What follows belongs to an exercise in optimizing a design on an open flow for small area, a short achievable clock period and few clock cycles per item; a production flow would make more cautious choices. At most, simulation tests tie the RTL to the original design; equivalence was not proved. For run 1, only the layout was checked, not whether the RTL still works. Power and IR drop assume default switching activity.

## flow/design.v (module list and top-level ports; edited modules follow where they fit)
// module mac_fa: 10 lines
// module mac_hai: 8 lines
// module mac_ha: 9 lines
// module wallace_mac: 1984 lines
module wallace_mac (
    input  wire        clk,
    input  wire        arst_n,
    input  wire        req,
    output logic       ack,
    input  wire [15:0] a,
    input  wire [15:0] b,
    input  wire [31:0] acc,
    input  wire        cin,
    output logic [32:0] result
);
  // ...
==> flow/run.sh <==
#!/bin/bash
# synth_recipe.tcl (not shown) runs the flow's synth.tcl, then flattens the netlist and writes it again
# the make line also repeats each setting of config.mk as NAME=value (left out here)
make -C /OpenROAD-flow-scripts/flow DESIGN_CONFIG=/design/flow/config.mk WORK_HOME=/design/flow/orfs CLKGATE_MAP_FILE= SYNTH_SCRIPT=/design/flow/synth_recipe.tcl finish
==> flow/config.mk <==
export PLATFORM = sky130hd
export DESIGN_NAME = wallace_mac
export DESIGN_NICKNAME = wallace_mac
export VERILOG_FILES = /design/flow/design.v
export SDC_FILE = /design/flow/constraint.sdc
export NUM_CORES = 4
export LEC_CHECK = 0
export CAP_MARGIN = 20
export CORE_MARGIN = 2
export CORE_UTILIZATION = 40
export SETUP_SLACK_MARGIN = 2.4
export SLEW_MARGIN = 20
export SYNTH_HIERARCHICAL = 1
export SYNTH_MINIMUM_KEEP_SIZE = 0
==> flow/constraint.sdc <==
create_clock -name core_clock -period 6.0 [get_ports {clk}]
set_input_delay 1.2000 -clock core_clock [delete_from_list [all_inputs] [get_ports {clk}]]
set_output_delay 1.2000 -clock core_clock [all_outputs]
set_load 0.01 [all_outputs]
==> summary.md, run 1 <==
| Metric | Value |
|---|---|
| Outcome | `no timing/DRC/antenna violations` |
| EDFF count, synth | `0` |
| Clock power frac | `0.085` |
| WP data arrival | `3060 ps` |
| Top Metal Used | `met4` |
| CP delay by family, top | `compound AO/OA/AOI/OAI gates` |
| Post-DRT Antenna Nets | `0` |
| Met2 Use GR | `0.351` |
| Number of buffers and inverters on the critical path | `3` |
| CP endpoint kind | `primary output` |
| Initial antenna violation count | `0` |
| Top Usage Layer GRT | `met2` |
| VDD IR max | `between 300 and 400 uV` |
| Final setup violation count | `0` |
| FFs & Latches | `74` |
| # DRC | `0` |
| Fin crit period | `4260 ps` |
| Synth top area cells | `fa_1 53%, dfxtp_1 16%, nand2_1 11%` |
| H-tree depth | `3` |
| Filler cells | `1,953` |
| DRT iter0 DRCs | `367` |
| DP Worst Slack | `830 ps` |
| Global placement routability congestion | `0.928` |
| Clk cell area share | `0.0230` |
| Seq/Total Area, Yosys | `0.162` |
| Leak pwr | `4.73 nW` |
| Non-Clock Inverter Count | `44` |
| Class of the most critical setup path | `flop to primary output` |
| Grt met3 use | `0.0501` |
| Fraction of area in multi-input gates | `0.650` |
| CP Launch Point | `r_fs_145` |
| Ys async rst share | `0.0135` |
| Met2 WL | `11.8 mm` |
| Die ar. | `24,200 um2` |
| Buffers, non-clock | `196` |
==> inputs of run 2 (changes only) <==
--- a/flow/design.v
+++ b/flow/design.v
@@ -1085,16 +1085,22 @@
     wire s_25;
     wire s_26;
     wire s_27;
     wire s_28;
     wire s_29;
     wire s_30;
     wire s_31;
     wire s_32;
+    logic r_fs_141;
+    logic r_fc_181;
+    logic r_fs_182;
+    logic r_fs_143;
+    logic r_fc_182;
+    logic r_fs_183;
     logic r_fs_145;
     logic r_fc_183;
     logic r_fs_184;
     logic r_fs_147;
     logic r_fc_184;
     logic r_fs_185;
     logic r_fs_149;
     logic r_fc_185;
@@ -1109,66 +1115,63 @@
     logic r_fs_189;
     logic r_fc_188;
     logic r_fc_155;
     logic r_fs_190;
     logic r_fc_189;
     logic r_fc_157;
     logic r_fs_191;
     logic r_fc_190;
+    logic r_fc_206;
+    logic r_fs_207;
     logic r_fc_207;
     logic r_fs_208;
     logic r_fc_208;
-    logic r_fs_209;
-    logic r_fc_209;
-    logic r_fs_210;
-    logic r_fc_210;
     logic r_fs_219;
     logic r_fs_220;
     logic r_fc_219;
-    logic r_g0_11;
-    logic r_p0_11;
+    logic r_fs_221;
+    logic r_fc_220;
+    logic r_fs_222;
+    logic r_fc_221;
+    logic r_g0_9;
+    logic r_p0_9;
+    logic r_g0_8;
+    logic r_p0_8;
     logic r_g0_10;
     logic r_p0_10;
-    logic r_g0_25;
-    logic r_p0_25;
     logic r_g0_27;
     logic r_p0_27;
-    logic r_g0_26;
-    logic r_p0_26;
     logic r_G1_7;
     logic r_P1_7;
     logic r_G1_5;
     logic r_P1_5;
-    logic r_G1_9;
-    logic r_P1_9;
     logic r_g0_30;
     logic r_p0_30;
     logic r_G1_29;
     logic r_P1_29;
     logic r_G1_31;
     logic r_P1_31;
+    logic r_G2_6;
+    logic r_P2_6;
     logic r_G2_3;
     logic r_P2_3;
     logic r_g0_28;
     logic r_p0_28;
-    logic r_g0_8;
-    logic r_p0_8;
+    logic r_p0_6;
+    logic r_G3_5;
     logic r_p0_7;
-    logic r_G3_6;
-    logic r_p0_9;
     logic r_p0_29;
     logic r_p0_31;
     logic r_s_0;
     logic r_s_1;
     logic r_s_2;
     logic r_s_3;
     logic r_s_4;
     logic r_s_5;
-    logic r_s_6;
     assign pp_0_0 = ~(a[0] & b[0]);
     assign pp_0_1 = ~(a[0] & b[1]);
     assign pp_0_2 = ~(a[0] & b[2]);
     assign pp_0_3 = ~(a[0] & b[3]);
     assign pp_0_4 = ~(a[0] & b[4]);
     assign pp_0_5 = ~(a[0] & b[5]);
     assign pp_0_6 = ~(a[0] & b[6]);
     assign pp_0_7 = ~(a[0] & b[7]);
@@ -1671,18 +1674,16 @@
     mac_fa u_fa_201 (.x(hs_10), .y(fc_173), .z(fs_174), .s(fs_201), .c(fc_201));
     mac_fa u_fa_202 (.x(fs_128), .y(fc_174), .z(fs_175), .s(fs_202), .c(fc_202));
     mac_fa u_fa_203 (.x(fs_129), .y(fc_175), .z(fs_176), .s(fs_203), .c(fc_203));
     mac_fa u_fa_204 (.x(fs_131), .y(fc_176), .z(fs_177), .s(fs_204), .c(fc_204));
     mac_fa u_fa_205 (.x(fs_133), .y(fc_177), .z(fs_178), .s(fs_205), .c(fc_205));
     mac_fa u_fa_206 (.x(fs_135), .y(fc_178), .z(fs_179), .s(fs_206), .c(fc_206));
     mac_fa u_fa_207 (.x(fs_137), .y(fc_179), .z(fs_180), .s(fs_207), .c(fc_207));
     mac_fa u_fa_208 (.x(fs_139), .y(fc_180), .z(fs_181), .s(fs_208), .c(fc_208));
-    mac_fa u_fa_209 (.x(fs_141), .y(fc_181), .z(fs_182), .s(fs_209), .c(fc_209));
-    mac_fa u_fa_210 (.x(fs_143), .y(fc_182), .z(fs_183), .s(fs_210), .c(fc_210));
     mac_fa u_fa_219 (.x(fs_161), .y(fs_192), .z(fc_191), .s(fs_219), .c(fc_219));
     mac_fa u_fa_220 (.x(fc_161), .y(fs_193), .z(fc_192), .s(fs_220), .c(fc_220));
     mac_fa u_fa_221 (.x(fc_163), .y(fs_194), .z(fc_193), .s(fs_221), .c(fc_221));
     mac_fa u_fa_222 (.x(fc_165), .y(fs_195), .z(fc_194), .s(fs_222), .c(fc_222));
     mac_fa u_fa_223 (.x(fc_167), .y(fs_196), .z(fc_195), .s(fs_223), .c(fc_223));
     mac_fa u_fa_224 (.x(fc_169), .y(fs_197), .z(fc_196), .s(fs_224), .c(fc_224));
     mac_fa u_fa_225 (.x(fs_198), .y(fc_170), .z(fc_197), .s(fs_225), .c(fc_225));
     mac_fa u_fa_226 (.x(nacc_30), .y(pp_15_15), .z(fc_198), .s(fs_226), .c(fc_226));
@@ -1702,22 +1703,16 @@
     assign g0_7 = fc_202 & fs_203;
     assign p0_7 = fc_202 ^ fs_203;
     assign g0_8 = fc_203 & fs_204;
     assign p0_8 = fc_203 ^ fs_204;
     assign g0_9 = fc_204 & fs_205;
     assign p0_9 = fc_204 ^ fs_205;
     assign g0_10 = fc_205 & fs_206;
     assign p0_10 = fc_205 ^ fs_206;
-    assign g0_11 = fc_206 & fs_207;
-    assign p0_11 = fc_206 ^ fs_207;
-    assign g0_25 = fs_221 & fc_220;
-    assign p0_25 = fs_221 ^ fc_220;
-    assign g0_26 = fs_222 & fc_221;
-    assign p0_26 = fs_222 ^ fc_221;
     assign g0_27 = fs_223 & fc_222;
     assign p0_27 = fs_223 ^ fc_222;
     assign g0_28 = fs_224 & fc_223;
     assign p0_28 = fs_224 ^ fc_223;
     assign g0_29 = fs_225 & fc_224;
     assign p0_29 = fs_225 ^ fc_224;
     assign g0_30 = fs_226 & fc_225;
     assign p0_30 = fs_226 ^ fc_225;
@@ -1726,42 +1721,43 @@
     assign G1_1 = g0_1 | (p0_1 & 1'b1);
     assign P1_1 = p0_1 & p0_0;
     assign G1_3 = g0_3 | (p0_3 & g0_2);
     assign P1_3 = p0_3 & p0_2;
     assign G1_5 = g0_5 | (p0_5 & g0_4);
     assign P1_5 = p0_5 & p0_4;
     assign G1_7 = g0_7 | (p0_7 & g0_6);
     assign P1_7 = p0_7 & p0_6;
-    assign G1_9 = g0_9 | (p0_9 & g0_8);
-    assign P1_9 = p0_9 & p0_8;
     assign G1_29 = g0_29 | (p0_29 & g0_28);
     assign P1_29 = p0_29 & p0_28;
     assign G1_31 = g0_31 | (p0_31 & g0_30);
     assign P1_31 = p0_31 & p0_30;
     assign G2_2 = g0_2 | (p0_2 & G1_1);
     assign P2_2 = p0_2 & P1_1;
     assign G2_3 = G1_3 | (P1_3 & G1_1);
     assign P2_3 = P1_3 & P1_1;
     assign G2_6 = g0_6 | (p0_6 & G1_5);
     assign P2_6 = p0_6 & P1_5;
     assign G3_4 = g0_4 | (p0_4 & G2_3);
     assign P3_4 = p0_4 & P2_3;
     assign G3_5 = G1_5 | (P1_5 & G2_3);
     assign P3_5 = P1_5 & P2_3;
-    assign G3_6 = G2_6 | (P2_6 & G2_3);
-    assign P3_6 = P2_6 & P2_3;
     assign s_0 = ~(p0_0 ^ 1'b1);
     assign s_1 = ~(p0_1 ^ 1'b1);
     assign s_2 = ~(p0_2 ^ G1_1);
     assign s_3 = ~(p0_3 ^ G2_2);
     assign s_4 = ~(p0_4 ^ G2_3);
     assign s_5 = ~(p0_5 ^ G3_4);
-    assign s_6 = ~(p0_6 ^ G3_5);
     always_ff @(posedge clk) begin
+        r_fs_141 <= fs_141;
+        r_fc_181 <= fc_181;
+        r_fs_182 <= fs_182;
+        r_fs_143 <= fs_143;
+        r_fc_182 <= fc_182;
+        r_fs_183 <= fs_183;
         r_fs_145 <= fs_145;
         r_fc_183 <= fc_183;
         r_fs_184 <= fs_184;
         r_fs_147 <= fs_147;
         r_fc_184 <= fc_184;
         r_fs_185 <= fs_185;
         r_fs_149 <= fs_149;
         r_fc_185 <= fc_185;
@@ -1776,83 +1772,84 @@
         r_fs_189 <= fs_189;
         r_fc_188 <= fc_188;
         r_fc_155 <= fc_155;
         r_fs_190 <= fs_190;
         r_fc_189 <= fc_189;
         r_fc_157 <= fc_157;
         r_fs_191 <= fs_191;
         r_fc_190 <= fc_190;
+        r_fc_206 <= fc_206;
+        r_fs_207 <= fs_207;
         r_fc_207 <= fc_207;
         r_fs_208 <= fs_208;
         r_fc_208 <= fc_208;
-        r_fs_209 <= fs_209;
-        r_fc_209 <= fc_209;
-        r_fs_210 <= fs_210;
-        r_fc_210 <= fc_210;
         r_fs_219 <= fs_219;
         r_fs_220 <= fs_220;
         r_fc_219 <= fc_219;
-        r_g0_11 <= g0_11;
-        r_p0_11 <= p0_11;
+        r_fs_221 <= fs_221;
+        r_fc_220 <= fc_220;
+        r_fs_222 <= fs_222;
+        r_fc_221 <= fc_221;
+        r_g0_9 <= g0_9;
+        r_p0_9 <= p0_9;
+        r_g0_8 <= g0_8;
+        r_p0_8 <= p0_8;
         r_g0_10 <= g0_10;
         r_p0_10 <= p0_10;
-        r_g0_25 <= g0_25;
-        r_p0_25 <= p0_25;
         r_g0_27 <= g0_27;
         r_p0_27 <= p0_27;
-        r_g0_26 <= g0_26;
-        r_p0_26 <= p0_26;
         r_G1_7 <= G1_7;
         r_P1_7 <= P1_7;
         r_G1_5 <= G1_5;
         r_P1_5 <= P1_5;
-        r_G1_9 <= G1_9;
-        r_P1_9 <= P1_9;
         r_g0_30 <= g0_30;
         r_p0_30 <= p0_30;
         r_G1_29 <= G1_29;
         r_P1_29 <= P1_29;
         r_G1_31 <= G1_31;
         r_P1_31 <= P1_31;
+        r_G2_6 <= G2_6;
+        r_P2_6 <= P2_6;
         r_G2_3 <= G2_3;
         r_P2_3 <= P2_3;
         r_g0_28 <= g0_28;
         r_p0_28 <= p0_28;
-        r_g0_8 <= g0_8;
-        r_p0_8 <= p0_8;
+        r_p0_6 <= p0_6;
+        r_G3_5 <= G3_5;
         r_p0_7 <= p0_7;
-        r_G3_6 <= G3_6;
-        r_p0_9 <= p0_9;
         r_p0_29 <= p0_29;
         r_p0_31 <= p0_31;
         r_s_0 <= s_0;
         r_s_1 <= s_1;
         r_s_2 <= s_2;
         r_s_3 <= s_3;
         r_s_4 <= s_4;
         r_s_5 <= s_5;
-        r_s_6 <= s_6;
     end
+    mac_fa u_fa_209 (.x(r_fs_141), .y(r_fc_181), .z(r_fs_182), .s(fs_209), .c(fc_209));
+    mac_fa u_fa_210 (.x(r_fs_143), .y(r_fc_182), .z(r_fs_183), .s(fs_210), .c(fc_210));
     mac_fa u_fa_211 (.x(r_fs_145), .y(r_fc_183), .z(r_fs_184), .s(fs_211), .c(fc_211));
     mac_fa u_fa_212 (.x(r_fs_147), .y(r_fc_184), .z(r_fs_185), .s(fs_212), .c(fc_212));
     mac_fa u_fa_213 (.x(r_fs_149), .y(r_fc_185), .z(r_fs_186), .s(fs_213), .c(fc_213));
     mac_fa u_fa_214 (.x(r_fs_151), .y(r_fc_186), .z(r_fs_187), .s(fs_214), .c(fc_214));
     mac_fa u_fa_215 (.x(r_fs_153), .y(r_fc_187), .z(r_fs_188), .s(fs_215), .c(fc_215));
     mac_fa u_fa_216 (.x(r_fc_153), .y(r_fs_189), .z(r_fc_188), .s(fs_216), .c(fc_216));
     mac_fa u_fa_217 (.x(r_fc_155), .y(r_fs_190), .z(r_fc_189), .s(fs_217), .c(fc_217));
     mac_fa u_fa_218 (.x(r_fc_157), .y(r_fs_191), .z(r_fc_190), .s(fs_218), .c(fc_218));
+    assign g0_11 = r_fc_206 & r_fs_207;
+    assign p0_11 = r_fc_206 ^ r_fs_207;
     assign g0_12 = r_fc_207 & r_fs_208;
     assign p0_12 = r_fc_207 ^ r_fs_208;
-    assign g0_13 = r_fc_208 & r_fs_209;
-    assign p0_13 = r_fc_208 ^ r_fs_209;
-    assign g0_14 = r_fc_209 & r_fs_210;
-    assign p0_14 = r_fc_209 ^ r_fs_210;
-    assign g0_15 = r_fc_210 & fs_211;
-    assign p0_15 = r_fc_210 ^ fs_211;
+    assign g0_13 = r_fc_208 & fs_209;
+    assign p0_13 = r_fc_208 ^ fs_209;
+    assign g0_14 = fc_209 & fs_210;
+    assign p0_14 = fc_209 ^ fs_210;
+    assign g0_15 = fc_210 & fs_211;
+    assign p0_15 = fc_210 ^ fs_211;
     assign g0_16 = fc_211 & fs_212;
     assign p0_16 = fc_211 ^ fs_212;
     assign g0_17 = fc_212 & fs_213;
     assign p0_17 = fc_212 ^ fs_213;
     assign g0_18 = fc_213 & fs_214;
     assign p0_18 = fc_213 ^ fs_214;
     assign g0_19 = fc_214 & fs_215;
     assign p0_19 = fc_214 ^ fs_215;
@@ -1861,60 +1858,68 @@
     assign g0_21 = fs_217 & fc_216;
     assign p0_21 = fs_217 ^ fc_216;
     assign g0_22 = fs_218 & fc_217;
     assign p0_22 = fs_218 ^ fc_217;
     assign g0_23 = r_fs_219 & fc_218;
     assign p0_23 = r_fs_219 ^ fc_218;
     assign g0_24 = r_fs_220 & r_fc_219;
     assign p0_24 = r_fs_220 ^ r_fc_219;
-    assign G1_11 = r_g0_11 | (r_p0_11 & r_g0_10);
-    assign P1_11 = r_p0_11 & r_p0_10;
+    assign g0_25 = r_fs_221 & r_fc_220;
+    assign p0_25 = r_fs_221 ^ r_fc_220;
+    assign g0_26 = r_fs_222 & r_fc_221;
+    assign p0_26 = r_fs_222 ^ r_fc_221;
+    assign G1_9 = r_g0_9 | (r_p0_9 & r_g0_8);
+    assign P1_9 = r_p0_9 & r_p0_8;
+    assign G1_11 = g0_11 | (p0_11 & r_g0_10);
+    assign P1_11 = p0_11 & r_p0_10;
     assign G1_13 = g0_13 | (p0_13 & g0_12);
     assign P1_13 = p0_13 & p0_12;
     assign G1_15 = g0_15 | (p0_15 & g0_14);
     assign P1_15 = p0_15 & p0_14;
     assign G1_17 = g0_17 | (p0_17 & g0_16);
     assign P1_17 = p0_17 & p0_16;
     assign G1_19 = g0_19 | (p0_19 & g0_18);
     assign P1_19 = p0_19 & p0_18;
     assign G1_21 = g0_21 | (p0_21 & g0_20);
     assign P1_21 = p0_21 & p0_20;
     assign G1_23 = g0_23 | (p0_23 & g0_22);
     assign P1_23 = p0_23 & p0_22;
-    assign G1_25 = r_g0_25 | (r_p0_25 & g0_24);
-    assign P1_25 = r_p0_25 & p0_24;
-    assign G1_27 = r_g0_27 | (r_p0_27 & r_g0_26);
-    assign P1_27 = r_p0_27 & r_p0_26;
+    assign G1_25 = g0_25 | (p0_25 & g0_24);
+    assign P1_25 = p0_25 & p0_24;
+    assign G1_27 = r_g0_27 | (r_p0_27 & g0_26);
+    assign P1_27 = r_p0_27 & p0_26;
     assign G2_7 = r_G1_7 | (r_P1_7 & r_G1_5);
     assign P2_7 = r_P1_7 & r_P1_5;
-    assign G2_10 = r_g0_10 | (r_p0_10 & r_G1_9);
-    assign P2_10 = r_p0_10 & r_P1_9;
-    assign G2_11 = G1_11 | (P1_11 & r_G1_9);
-    assign P2_11 = P1_11 & r_P1_9;
+    assign G2_10 = r_g0_10 | (r_p0_10 & G1_9);
+    assign P2_10 = r_p0_10 & P1_9;
+    assign G2_11 = G1_11 | (P1_11 & G1_9);
+    assign P2_11 = P1_11 & P1_9;
     assign G2_14 = g0_14 | (p0_14 & G1_13);
     assign P2_14 = p0_14 & P1_13;
     assign G2_15 = G1_15 | (P1_15 & G1_13);
     assign P2_15 = P1_15 & P1_13;
     assign G2_18 = g0_18 | (p0_18 & G1_17);
     assign P2_18 = p0_18 & P1_17;
     assign G2_19 = G1_19 | (P1_19 & G1_17);
     assign P2_19 = P1_19 & P1_17;
     assign G2_22 = g0_22 | (p0_22 & G1_21);
     assign P2_22 = p0_22 & P1_21;
     assign G2_23 = G1_23 | (P1_23 & G1_21);
     assign P2_23 = P1_23 & P1_21;
-    assign G2_26 = r_g0_26 | (r_p0_26 & G1_25);
-    assign P2_26 = r_p0_26 & P1_25;
+    assign G2_26 = g0_26 | (p0_26 & G1_25);
+    assign P2_26 = p0_26 & P1_25;
     assign G2_27 = G1_27 | (P1_27 & G1_25);
     assign P2_27 = P1_27 & P1_25;
     assign G2_30 = r_g0_30 | (r_p0_30 & r_G1_29);
     assign P2_30 = r_p0_30 & r_P1_29;
     assign G2_31 = r_G1_31 | (r_P1_31 & r_G1_29);
     assign P2_31 = r_P1_31 & r_P1_29;
+    assign G3_6 = r_G2_6 | (r_P2_6 & r_G2_3);
+    assign P3_6 = r_P2_6 & r_P2_3;
     assign G3_7 = G2_7 | (P2_7 & r_G2_3);
     assign P3_7 = P2_7 & r_P2_3;
     assign G3_12 = g0_12 | (p0_12 & G2_11);
     assign P3_12 = p0_12 & P2_11;
     assign G3_13 = G1_13 | (P1_13 & G2_11);
     assign P3_13 = P1_13 & P2_11;
     assign G3_14 = G2_14 | (P2_14 & G2_11);
     assign P3_14 = P2_14 & P2_11;
@@ -1933,18 +1938,18 @@
     assign G3_29 = r_G1_29 | (r_P1_29 & G2_27);
     assign P3_29 = r_P1_29 & P2_27;
     assign G3_30 = G2_30 | (P2_30 & G2_27);
     assign P3_30 = P2_30 & P2_27;
     assign G3_31 = G2_31 | (P2_31 & G2_27);
     assign P3_31 = P2_31 & P2_27;
     assign G4_8 = r_g0_8 | (r_p0_8 & G3_7);
     assign P4_8 = r_p0_8 & P3_7;
-    assign G4_9 = r_G1_9 | (r_P1_9 & G3_7);
-    assign P4_9 = r_P1_9 & P3_7;
+    assign G4_9 = G1_9 | (P1_9 & G3_7);
+    assign P4_9 = P1_9 & P3_7;
     assign G4_10 = G2_10 | (P2_10 & G3_7);
     assign P4_10 = P2_10 & P3_7;
     assign G4_11 = G2_11 | (P2_11 & G3_7);
     assign P4_11 = P2_11 & P3_7;
     assign G4_12 = G3_12 | (P3_12 & G3_7);
     assign P4_12 = P3_12 & P3_7;
     assign G4_13 = G3_13 | (P3_13 & G3_7);
     assign P4_13 = P3_13 & P3_7;
@@ -1997,37 +2002,38 @@
     assign G5_29 = G4_29 | (P4_29 & G4_15);
     assign P5_29 = P4_29 & P4_15;
     assign G5_30 = G4_30 | (P4_30 & G4_15);
     assign P5_30 = P4_30 & P4_15;
     assign G5_31 = G4_31 | (P4_31 & G4_15);
     assign P5_31 = P4_31 & P4_15;
     assign G6_32 = 1'b1 | (1'b0 & G5_31);
     assign P6_32 = 1'b0 & P5_31;
-    assign s_7 = ~(r_p0_7 ^ r_G3_6);
+    assign s_6 = ~(r_p0_6 ^ r_G3_5);
+    assign s_7 = ~(r_p0_7 ^ G3_6);
     assign s_8 = ~(r_p0_8 ^ G3_7);
     assign s_9 = ~(r_p0_9 ^ G4_8);
     assign s_10 = ~(r_p0_10 ^ G4_9);
-    assign s_11 = ~(r_p0_11 ^ G4_10);
+    assign s_11 = ~(p0_11 ^ G4_10);
     assign s_12 = ~(p0_12 ^ G4_11);
     assign s_13 = ~(p0_13 ^ G4_12);
     assign s_14 = ~(p0_14 ^ G4_13);
     assign s_15 = ~(p0_15 ^ G4_14);
     assign s_16 = ~(p0_16 ^ G4_15);
     assign s_17 = ~(p0_17 ^ G5_16);
     assign s_18 = ~(p0_18 ^ G5_17);
     assign s_19 = ~(p0_19 ^ G5_18);
     assign s_20 = ~(p0_20 ^ G5_19);
     assign s_21 = ~(p0_21 ^ G5_20);
     assign s_22 = ~(p0_22 ^ G5_21);
     assign s_23 = ~(p0_23 ^ G5_22);
     assign s_24 = ~(p0_24 ^ G5_23);
-    assign s_25 = ~(r_p0_25 ^ G5_24);
-    assign s_26 = ~(r_p0_26 ^ G5_25);
+    assign s_25 = ~(p0_25 ^ G5_24);
+    assign s_26 = ~(p0_26 ^ G5_25);
     assign s_27 = ~(r_p0_27 ^ G5_26);
     assign s_28 = ~(r_p0_28 ^ G5_27);
     assign s_29 = ~(r_p0_29 ^ G5_28);
     assign s_30 = ~(r_p0_30 ^ G5_29);
     assign s_31 = ~(r_p0_31 ^ G5_30);
     assign s_32 = ~(1'b0 ^ G5_31);
-    assign result = {s_32, s_31, s_30, s_29, s_28, s_27, s_26, s_25, s_24, s_23, s_22, s_21, s_20, s_19, s_18, s_17, s_16, s_15, s_14, s_13, s_12, s_11, s_10, s_9, s_8, s_7, r_s_6, r_s_5, r_s_4, r_s_3, r_s_2, r_s_1, r_s_0};
+    assign result = {s_32, s_31, s_30, s_29, s_28, s_27, s_26, s_25, s_24, s_23, s_22, s_21, s_20, s_19, s_18, s_17, s_16, s_15, s_14, s_13, s_12, s_11, s_10, s_9, s_8, s_7, s_6, r_s_5, r_s_4, r_s_3, r_s_2, r_s_1, r_s_0};
 endmodule
 `default_nettype wire
==> flow/config.mk (replaced) <==
export PLATFORM = sky130hd
export DESIGN_NAME = wallace_mac
export DESIGN_NICKNAME = wallace_mac
export VERILOG_FILES = /design/flow/design.v
export SDC_FILE = /design/flow/constraint.sdc
export NUM_CORES = 4
export LEC_CHECK = 0
export CAP_MARGIN = 20
export CORE_MARGIN = 2
export CORE_UTILIZATION = 40
export SETUP_SLACK_MARGIN = 2.0
export SLEW_MARGIN = 20
export SYNTH_HIERARCHICAL = 1
export SYNTH_MINIMUM_KEEP_SIZE = 0
==> run 2 against run 1 <==
Net effect:
- still clean
- area after synthesis rose by 1.2%
- via count down 1.8%
- maximum frequency down 0.39%
- routed wire length decreased by 3.5%
- utilization shrank 5.1 points
- final area decreased by 8.9%
- combinational power is essentially flat
- global-route usage shrank 1.5 points
- clock power is 12% higher
- critical path type unchanged
- largest cell class unchanged
- largest power group unchanged
==> summary.md, run 2 <==
| Metric | Value |
|---|---|
| First-pass GRT wire length | `36.9 mm (was 39.3 mm)` |
| Post-synthesis register bit count | `77 (was 74)` |
| Most common cell after layout, fill and taps aside | `nand2_1 (unchanged)` |
| CTS Hold Bufs | `0 (unchanged)` |
| Clk slew on worst S/H paths | `60 ps (about the same)` |
| DRT iter0 DRCs | `403 (was 367)` |
| Global placement routability congestion | `0.889 (was 0.928)` |
| Post-Syn Instances | `880 (was 869)` |
| Final hold vios | `0 (unchanged)` |
| Commonest non-fill, non-tap cells in the layout | `261 x nand2_1, 220 x fa_1, 73 x dfxtp_1, 51 x clkdlybuf4s50_1, 44 x inv_1 (was 210 x nand2_1, 129 x fa_1, 115 x fa_2, 70 x dfxtp_1, 56 x buf_4)` |
| Max-slew violations | `0 (unchanged)` |
| Sw frac | `0.431 (was 0.428)` |
| Most numerous cell in the Yosys netlist | `nand2_1 (unchanged)` |
| Fin crit period | `4280 ps (was 4260 ps)` |
| Top cell type's share of synthesized area | `0.526 (was 0.532)` |
| Port Buf Inserts | `101 (unchanged)` |
| WP data arrival | `3080 ps (was 3060 ps)` |
| Filler cells | `2,096 (was 1,953)` |
| Post-synthesis cell area | `9290 um2 (was 9180 um2)` |
| Post-synth top cells | `264 x nand2_1, 244 x fa_1, 76 x dfxtp_1, 64 x clkbuf_1, 46 x inv_1 (was 263 x nand2_1, 244 x fa_1, 73 x dfxtp_1, 64 x clkbuf_1, 44 x inv_1)` |
| Largest net degree at the start of global routing | `17 (unchanged)` |
| Class of the most critical setup path | `flop to primary output (unchanged)` |
| Final HPWL DP | `18.7 mm (was 19.3 mm)` |
| Worst Setup Start Kind | `flop (unchanged)` |
| Max-cap viol count | `0 (unchanged)` |
| Post-DRT Antenna Nets | `0 (unchanged)` |
| Drt first pass iters | `5 (unchanged)` |
| Pint | `0.00355 W (was 0.00352 W)` |
| Layout net count | `1,290 (was 1,323)` |
| Share of cells above drive strength 1 | `0.198 (was 0.397)` |
| CP endpoint kind | `primary output (unchanged)` |
| DP Worst Slack | `981 ps (was 830 ps)` |
| Via density per instance | `5.07 (was 5.03)` |
| Area Overhead vs Synth | `19.2% (was 32.3%)` |
| CTS tree | `yes (unchanged)` |
| Rows | `55 (unchanged)` |
| Clk sinks | `77 (was 74)` |
| Max clock buf depth | `2 (unchanged)` |
| Setup TNS Final | `0 ps (unchanged)` |
| Die Wd | `156 um (was 155 um)` |
| Max FO, Critical Path | `5 (was 3)` |
| Min-Delay Path Class | `input port to async pin (unchanged)` |
| Outcome | `no timing/DRC/antenna violations (unchanged)` |
| Top Metal Used | `met4 (unchanged)` |
| Share of power burned in registers | `0.147 (about the same)` |
| VDD IR max | `415 uV (was 349 uV)` |
| Initial antenna violation count | `0 (unchanged)` |
| Fmax achieved | `0.234 GHz (was 0.235 GHz)` |
| Synth top area cells | `fa_1 53%, dfxtp_1 16%, nand2_1 11% (unchanged)` |
| Net Switching | `0.00268 W (was 0.00263 W)` |
| PwrDens | `563 nW/um2 (was 507 nW/um2)` |
| Leak pwr | `4.35 nW (was 4.73 nW)` |
| IO Count | `102 (unchanged)` |
| Height of the die | `156 um (was 155 um)` |
| Routed vias | `6,266 (was 6,382)` |
| Cell taking the most area after synthesis | `fa_1 (unchanged)` |
| WP data required | `4800 ps (about the same)` |
| # DRC | `0 (unchanged)` |
| Initial Utilization | `0.409 (was 0.407)` |
| Met1 Wirelength | `9.78 mm (was 10.1 mm)` |
| Cell count after placement | `1,189 (was 1,193)` |
| Final setup violation count | `0 (unchanged)` |
| # diodes | `0 (unchanged)` |
| Synth unique cells | `41 (was 37)` |
| Final Power | `0.00623 W (was 0.00615 W)` |
| Layout Cells excl Fill | `1,236 (was 1,269)` |
| WL per Instance | `19.1 um (was 19.3 um)` |
| YS warnings | `7 (unchanged)` |
| CTS Buf Count | `9 (unchanged)` |
| Clk root buf | `clkbuf_16 (unchanged)` |
| Die ar. | `24,500 um2 (was 24,200 um2)` |
| Final core utilization | `0.487 (was 0.538)` |
| Most used flip-flop cell after synthesis | `dfxtp_1 (unchanged)` |
| Worst setup margin | `1720 ps (was 1740 ps)` |
| EDFF count, synth | `0 (unchanged)` |
| Fin crit share | `0.713 (was 0.711)` |
| Vias in the first global route | `6,830 (was 7,210)` |
| Post-synthesis net count | `1,224 (was 1,213)` |
| Avg Cell Area, Syn | `10.6 um2 (about the same)` |
| Clock power frac | `0.095 (was 0.085)` |
| H-tree depth | `3 (unchanged)` |
| RSZ-0062 raised after global routing | `yes (unchanged)` |
| All-Layer GR Usage | `0.203 (was 0.218)` |
| Met3 Wirelength | `1.73 mm (was 1.85 mm)` |
| Total grt overflow | `0 (unchanged)` |
| Seq/Total Area, Yosys | `0.167 (was 0.162)` |
| Comb power frac | `0.758 (was 0.767)` |
| Area of the core | `22,700 um2 (was 22,600 um2)` |
| Routed wire length | `23.6 mm (was 24.5 mm)` |
| Ys async rst share | `0.0130 (was 0.0135)` |
| Met2 WL | `11.7 mm (was 11.8 mm)` |
run 2: worst max-delay path, cell delays in order, from the launching register on:
cell,delay [ps]
dfxtp_1,310
fa_1,530
ha_4,320
and4_4,270
nand4_1,110
o32ai_2,230
buf_4,200
o211ai_1,130
a21oi_2,210
a21oi_2,80
xor2_1,160
buf_2,150
run 2: cells by family (layout without fill, tap and decap cells):
logic type | after synthesis | in the layout | share of synthesized area
xor+xnor | 23 | 23 | 0.0217
other cells | 15 | 15 | 0.00606
simple gates | 292 | 292 | 0.125
compound gates | 54 | 54 | 0.0401
fa+ha+maj | 276 | 276 | 0.569
flops | 77 | 77 | 0.167
buf+inv | 143 | 214 | 0.0711
run 2: through the flow:
| stage | hold slack (ps) | cell area (um2) |
|---|---|---|
| finish | 989 | 11100 |
| global route | 991 | 11100 |
| global placement | 1350 | 10400 |
| detailed placement | 1350 | 10400 |
| floorplan | 904 | 9890 |
| CTS | 982 | 11000 |
run 2: final timing paths:
path / start / end / cells past startpoint
worst max-delay path: r_fs_191 / result[31] / 11
worst min-delay path: arst_n / ack / 1
max in group asynchronous: arst_n / ack / 1
min in group core_clock: req / ack / 1
run 2: power by group through the flow:
stage                     clock network, W  logic (W)  registers, W
final                             0.000590    0.00472      0.000916
after global routing              0.000627    0.00528      0.000944
after CTS                         0.000606    0.00472      0.000918
after detailed placement                 0    0.00440      0.000924
after global placement                   0    0.00436      0.000921
after floorplan                          0    0.00335      0.000897
run 2: area by class of cell:
class                           count  area [um2]  area share
Sequential cell                    77        1550       0.140
Multi-Input combinational cell    660        7420       0.670
Timing Repair Buffer              152        1250       0.113
Clock buffer                       13         250      0.0226
Tap cell                          285         357      0.0322
Clock inverter                      3        68.8     0.00622
Inverter                           46         173      0.0156
run 2: repair_timing:
item / CTS / global route
endpoints found under the setup margin: 83 / 49
pin swaps: 50 / 25
endpoints found under the hold margin: 0 / 0
gates resized for setup: 239 / 58
setup buffers: 27 / 3
gates cloned: 1 / 0
run 2: routing by layer:
layer,vias to the layer above,track usage
met5,-,0
li1,2733,-
met4,0,0.0559
met1,3250,0.273
met2,253,0.338
met3,30,0.0415
run 2: per-module statistics from Yosys, one instance, submodules excluded:
module | cell area, um2 | copies in the design | cells inside
mac_hai | 3.75 | 15 | 1
mac_fa | 20.0 | 241 | 1
wallace_mac | 4410 | 1 | 624
Testbench counts of run 2, summed over its fixed seeds: cycles 16,000, items 8,000.
==> inputs of run 3 (changes only) <==
==> flow/flow/run.sh (new file) <==
#!/bin/bash
# The standard layout (the standard.sh: ORFS synthesis and place and route,
# unchanged), except that the port buffers that global placement inserts on
# every input and output use a plain buffer cell rather than the delay cell
# the resizer would pick by default.
set -euo pipefail
export BUFFER_PORTS_ARGS="-buffer_cell ${PORT_BUFFER:-sky130_fd_sc_hd__buf_2}"
bash standard.sh > standard_flow.log 2>&1
==> flow/standard.sh (new file) <==
#!/bin/bash
# synth_recipe.tcl (not shown) runs the flow's synth.tcl, then flattens the netlist and writes it again
# the make line also repeats each setting of config.mk as NAME=value (left out here)
make -C /OpenROAD-flow-scripts/flow DESIGN_CONFIG=/design/flow/config.mk WORK_HOME=/design/flow/orfs CLKGATE_MAP_FILE= SYNTH_SCRIPT=/design/flow/synth_recipe.tcl "${@:-finish}"
removed: flow/run.sh
==> run 3 against run 2 <==
Net effect:
- still clean on timing, DRC and antenna
- final area shrank 5.2%
- hold slack got worse by 380 ps
- sequential share of layout area rose by 0.77 points
- total power is 0.27% higher
- routed wire length decreased by 2.6%
- clock power up 4.6%
- utilization down 2.5 points
- synthesized cell count unchanged
- first-iteration DRC count increased by 13%
==> summary.md, run 3 <==
| Metric | Value |
|---|---|
| CP endpoint kind | `primary output (unchanged)` |
| WP data arrival | `3100 ps (was 3080 ps)` |
| Post-synthesis register bit count | `77 (unchanged)` |
| Via density per instance | `5.14 (was 5.07)` |
| # DRC | `0 (unchanged)` |
| PwrDens | `595 nW/um2 (was 563 nW/um2)` |
| Layout Cells excl Fill | `1,196 (was 1,236)` |
| Fin crit period | `4300 ps (was 4280 ps)` |
| Rows | `55 (unchanged)` |
| Number of buffers and inverters on the critical path | `1 (was 2)` |
| Max clock buf depth | `2 (unchanged)` |
| Final core utilization | `0.462 (was 0.487)` |
| IO Count | `102 (unchanged)` |
| CTS Hold Bufs | `0 (unchanged)` |
| Filler cells | `2,131 (was 2,096)` |
| Seq/Total Area, Yosys | `0.167 (unchanged)` |
| CP delay by family, top | `compound AO/OA/AOI/OAI gates (was adder cells)` |
| YS warnings | `7 (unchanged)` |
| EDFF count, synth | `0 (unchanged)` |
| All-Layer GR Usage | `0.199 (was 0.203)` |
| Max-cap viol count | `0 (unchanged)` |
| # diodes | `0 (unchanged)` |
| Critical path depth in cells | `10 (was 11)` |
| Height of the die | `156 um (unchanged)` |
| Commonest non-fill, non-tap cells in the layout | `262 x nand2_1, 225 x fa_1, 83 x buf_2, 73 x dfxtp_1, 46 x inv_1 (was 261 x nand2_1, 220 x fa_1, 73 x dfxtp_1, 51 x clkdlybuf4s50_1, 44 x inv_1)` |
| CTS tree | `yes (unchanged)` |
| Fmax achieved | `0.232 GHz (was 0.234 GHz)` |
| Slowest cell on crit path | `fa_1 (unchanged)` |
| RSZ-0062 raised after global routing | `yes (unchanged)` |
| Synth top area cells | `fa_1 53%, dfxtp_1 16%, nand2_1 11% (unchanged)` |
| Share of cells above drive strength 1 | `0.215 (was 0.198)` |
| WP data required | `4800 ps (about the same)` |
| Final hold vios | `0 (unchanged)` |
| Total grt overflow | `0 (unchanged)` |
| WL per Instance | `19.2 um (was 19.1 um)` |
| Area Overhead vs Synth | `13.0% (was 19.2%)` |
| Synth unique cells | `41 (unchanged)` |
| Die ar. | `24,500 um2 (unchanged)` |
| Most Frequent Cell on Critical Path | `a21oi_2 (unchanged)` |
| Clk slew on worst S/H paths | `60 ps (about the same)` |
| Post-synth top cells | `264 x nand2_1, 244 x fa_1, 76 x dfxtp_1, 64 x clkbuf_1, 46 x inv_1 (unchanged)` |
| First-pass GRT wire length | `36.2 mm (was 36.9 mm)` |
| Post-synthesis net count | `1,224 (unchanged)` |
| Area of the core | `22,700 um2 (unchanged)` |
| Vias in the first global route | `6,690 (was 6,830)` |
| Outcome | `no timing/DRC/antenna violations (unchanged)` |
| Initial Utilization | `0.409 (unchanged)` |
| Min-Delay Path Class | `input port to async pin (unchanged)` |
| Clk root buf | `clkbuf_16 (unchanged)` |
| Most used flip-flop cell after synthesis | `dfxtp_1 (unchanged)` |
| DRT iter0 DRCs | `457 (was 403)` |
| Avg Cell Area, Syn | `10.6 um2 (unchanged)` |
| Layout net count | `1,250 (was 1,290)` |
| Class of the most critical setup path | `flop to primary output (unchanged)` |
| Worst Setup Start Kind | `flop (unchanged)` |
| CTS Buf Count | `9 (unchanged)` |
| Routed vias | `6,150 (was 6,266)` |
| Final setup violation count | `0 (unchanged)` |
| Most common cell after layout, fill and taps aside | `nand2_1 (unchanged)` |
| Initial antenna violation count | `1 (was 0)` |
| Final HPWL DP | `18.4 mm (was 18.7 mm)` |
| Largest net degree at the start of global routing | `17 (unchanged)` |
| Leak pwr | `4.17 nW (was 4.35 nW)` |
| Post-DRT Antenna Nets | `0 (unchanged)` |
| Cell count after placement | `1,169 (was 1,189)` |
| Most numerous cell in the Yosys netlist | `nand2_1 (unchanged)` |
| Fin crit share | `0.717 (was 0.713)` |
| Setup TNS Final | `0 ps (unchanged)` |
| Ys async rst share | `0.0130 (unchanged)` |
| Cell taking the most area after synthesis | `fa_1 (unchanged)` |
| Clk sinks | `77 (unchanged)` |
| Delay of the slowest critical-path stage | `610 ps (was 530 ps)` |
| Drt first pass iters | `6 (was 5)` |
| Dpl cell area | `9730 um2 (was 10,400 um2)` |
| Max FO, Critical Path | `3 (was 5)` |
| Crit-path cells | `fa_1, ha_4, a21oi_4, o21ai_2, a2111o_1, o211ai_1, a21oi_2, a21oi_2, xor2_1, buf_2 (was fa_1, ha_4, and4_4, nand4_1, o32ai_2, buf_4, o211ai_1, a21oi_2, a21oi_2, xor2_1, buf_2)` |
| Post-synthesis cell area | `9290 um2 (unchanged)` |
| Final instance area | `10,500 um2 (was 11,100 um2)` |
| H-tree depth | `3 (unchanged)` |
| Routed wire length | `23.0 mm (was 23.6 mm)` |
| Post-Syn Instances | `880 (unchanged)` |
| Max-slew violations | `0 (unchanged)` |
| Register Area | `1550 um2 (unchanged)` |
| VDD IR max | `378 uV (was 415 uV)` |
| Global placement routability congestion | `0.855 (was 0.889)` |
| Top cell type's share of synthesized area | `0.526 (unchanged)` |
| Die Wd | `156 um (unchanged)` |
| Port Buf Inserts | `101 (unchanged)` |
| Multi-input logic area | `7430 um2 (was 7420 um2)` |
-- run 3: cell count changes in the layout (fill, tap and decap cells not counted), sizes merged --
| cell | change |
|---|---|
| dlygate4sd2 | -3 |
| clkinvlp | +1 |
| clkdlybuf4s50 | -51 |
| clkdlybuf4s15 | -3 |
| inv | +1 |
| clkinv | +1 |
| buf | +14 |
-- run 3: through the flow --
stage	setup WS, ps	hold WS (ps)	total power, W
2_1_floorplan	1860	904	0.00425
3_3_place_gp	1600	976	0.00481
3_5_place_dp	1540	975	0.00486
4_1_cts	1710	596	0.00614
5_1_grt	1610	601	0.00686
6_report	1700	610	0.00625
-- run 3: logic make-up (layout without fill, tap and decap cells) --
group	after synthesis	after routing	share of synthesized area
AND/OR/NAND/NOR	292	292	0.125
adder cells (fa/ha/maj)	276	276	0.569
buffers and inverters	143	174	0.0711
flip-flops	77	77	0.167
AO/OA/AOI/OAI	54	54	0.0401
XOR/XNOR	23	23	0.0217
other	15	15	0.00606
-- run 3: path summary, 6_finish.rpt --
check	from	end	slack, ps
max	r_fs_149	result[31]	1700
min	arst_n	ack	610
max in group asynchronous	arst_n	ack	5310
min in group core_clock	req	ack	960
-- run 3: what timing repair did --
| action | in CTS | in global routing |
|---|---|---|
| buffers inserted | 7 | 4 |
| pin swaps | 25 | 15 |
| endpoints found under the setup margin | 18 | 24 |
| gates cloned | 0 | 0 |
| gates resized for setup | 42 | 32 |
-- run 3: cell type report --
cell class,count,share of cell area
tap,285,0.0340
inverter,46,0.0165
multi-input combinational,660,0.708
timing repair buffer,112,0.0618
clock buffer,10,0.0228
sequential,77,0.148
clock inverter,6,0.00894
-- run 3: power breakdown --
part | total, W | internal [W] | switching [W]
Combinational | 0.00471 | 0.00227 | 0.00243
Clock | 0.000617 | 0.000379 | 0.000238
Sequential | 0.000923 | 0.000795 | 0.000128
Total | 0.00625 | 0.00344 | 0.00280
-- run 3: Yosys stat by module (local to each module, per instance) --
module,area [um2],cells
wallace_mac,4410,624
mac_fa,20.0,1
mac_hai,3.75,1
-- run 3: routing by layer --
| layer | global-route usage | wire length [um] | up-vias |
|---|---|---|---|
| met5 | 0 | 13 | - |
| met3 | 0.0449 | 1710 | 29 |
| met4 | 0.0581 | 408 | 2 |
| met2 | 0.331 | 11500 | 240 |
| met1 | 0.261 | 9430 | 3231 |
| li1 | - | - | 2648 |

==> static timing again, ports no longer ideal <==
In the flow no input, the clock included, has a driving cell. The finished layouts below were timed again as built, in two steps. Step 1 sets driving cells, clkbuf_16 on the clock port and buf_2 on the other inputs (assumed; they add their load-dependent delay and slew). Step 2 moves the port delays by t, midway between the first and last clock arrival at a register: inputs arrive t later, outputs are due t later. That takes back most of the time a late clock gives input paths. Three values: no drivers, after step 1, after step 2; two values: the first two.
| run | shift t [ns] | slack for setup (ns) | worst setup path at the end | clock arrival spread, ns | slew at the worst register clock pin (ns) |
|---|---|---|---|---|---|
| run 1 | 0.396 | 1.736 / 1.689 / 1.550 | input to register | 0.019 / 0.019 | 0.08 / 0.08 |
| run 2 | 0.389 | 1.719 / 1.674 / 1.690 | input to register | 0.008 / 0.008 | 0.06 / 0.06 |
| run 3 | 0.398 | 1.696 / 1.650 / 1.682 | input to register | 0.012 / 0.012 | 0.07 / 0.07 |
After both steps setup and hold are still met in every run listed. For run 1, which loses most, drivers alone change the setup slack by -0.047 ns; drivers and shift together by -0.186 ns.
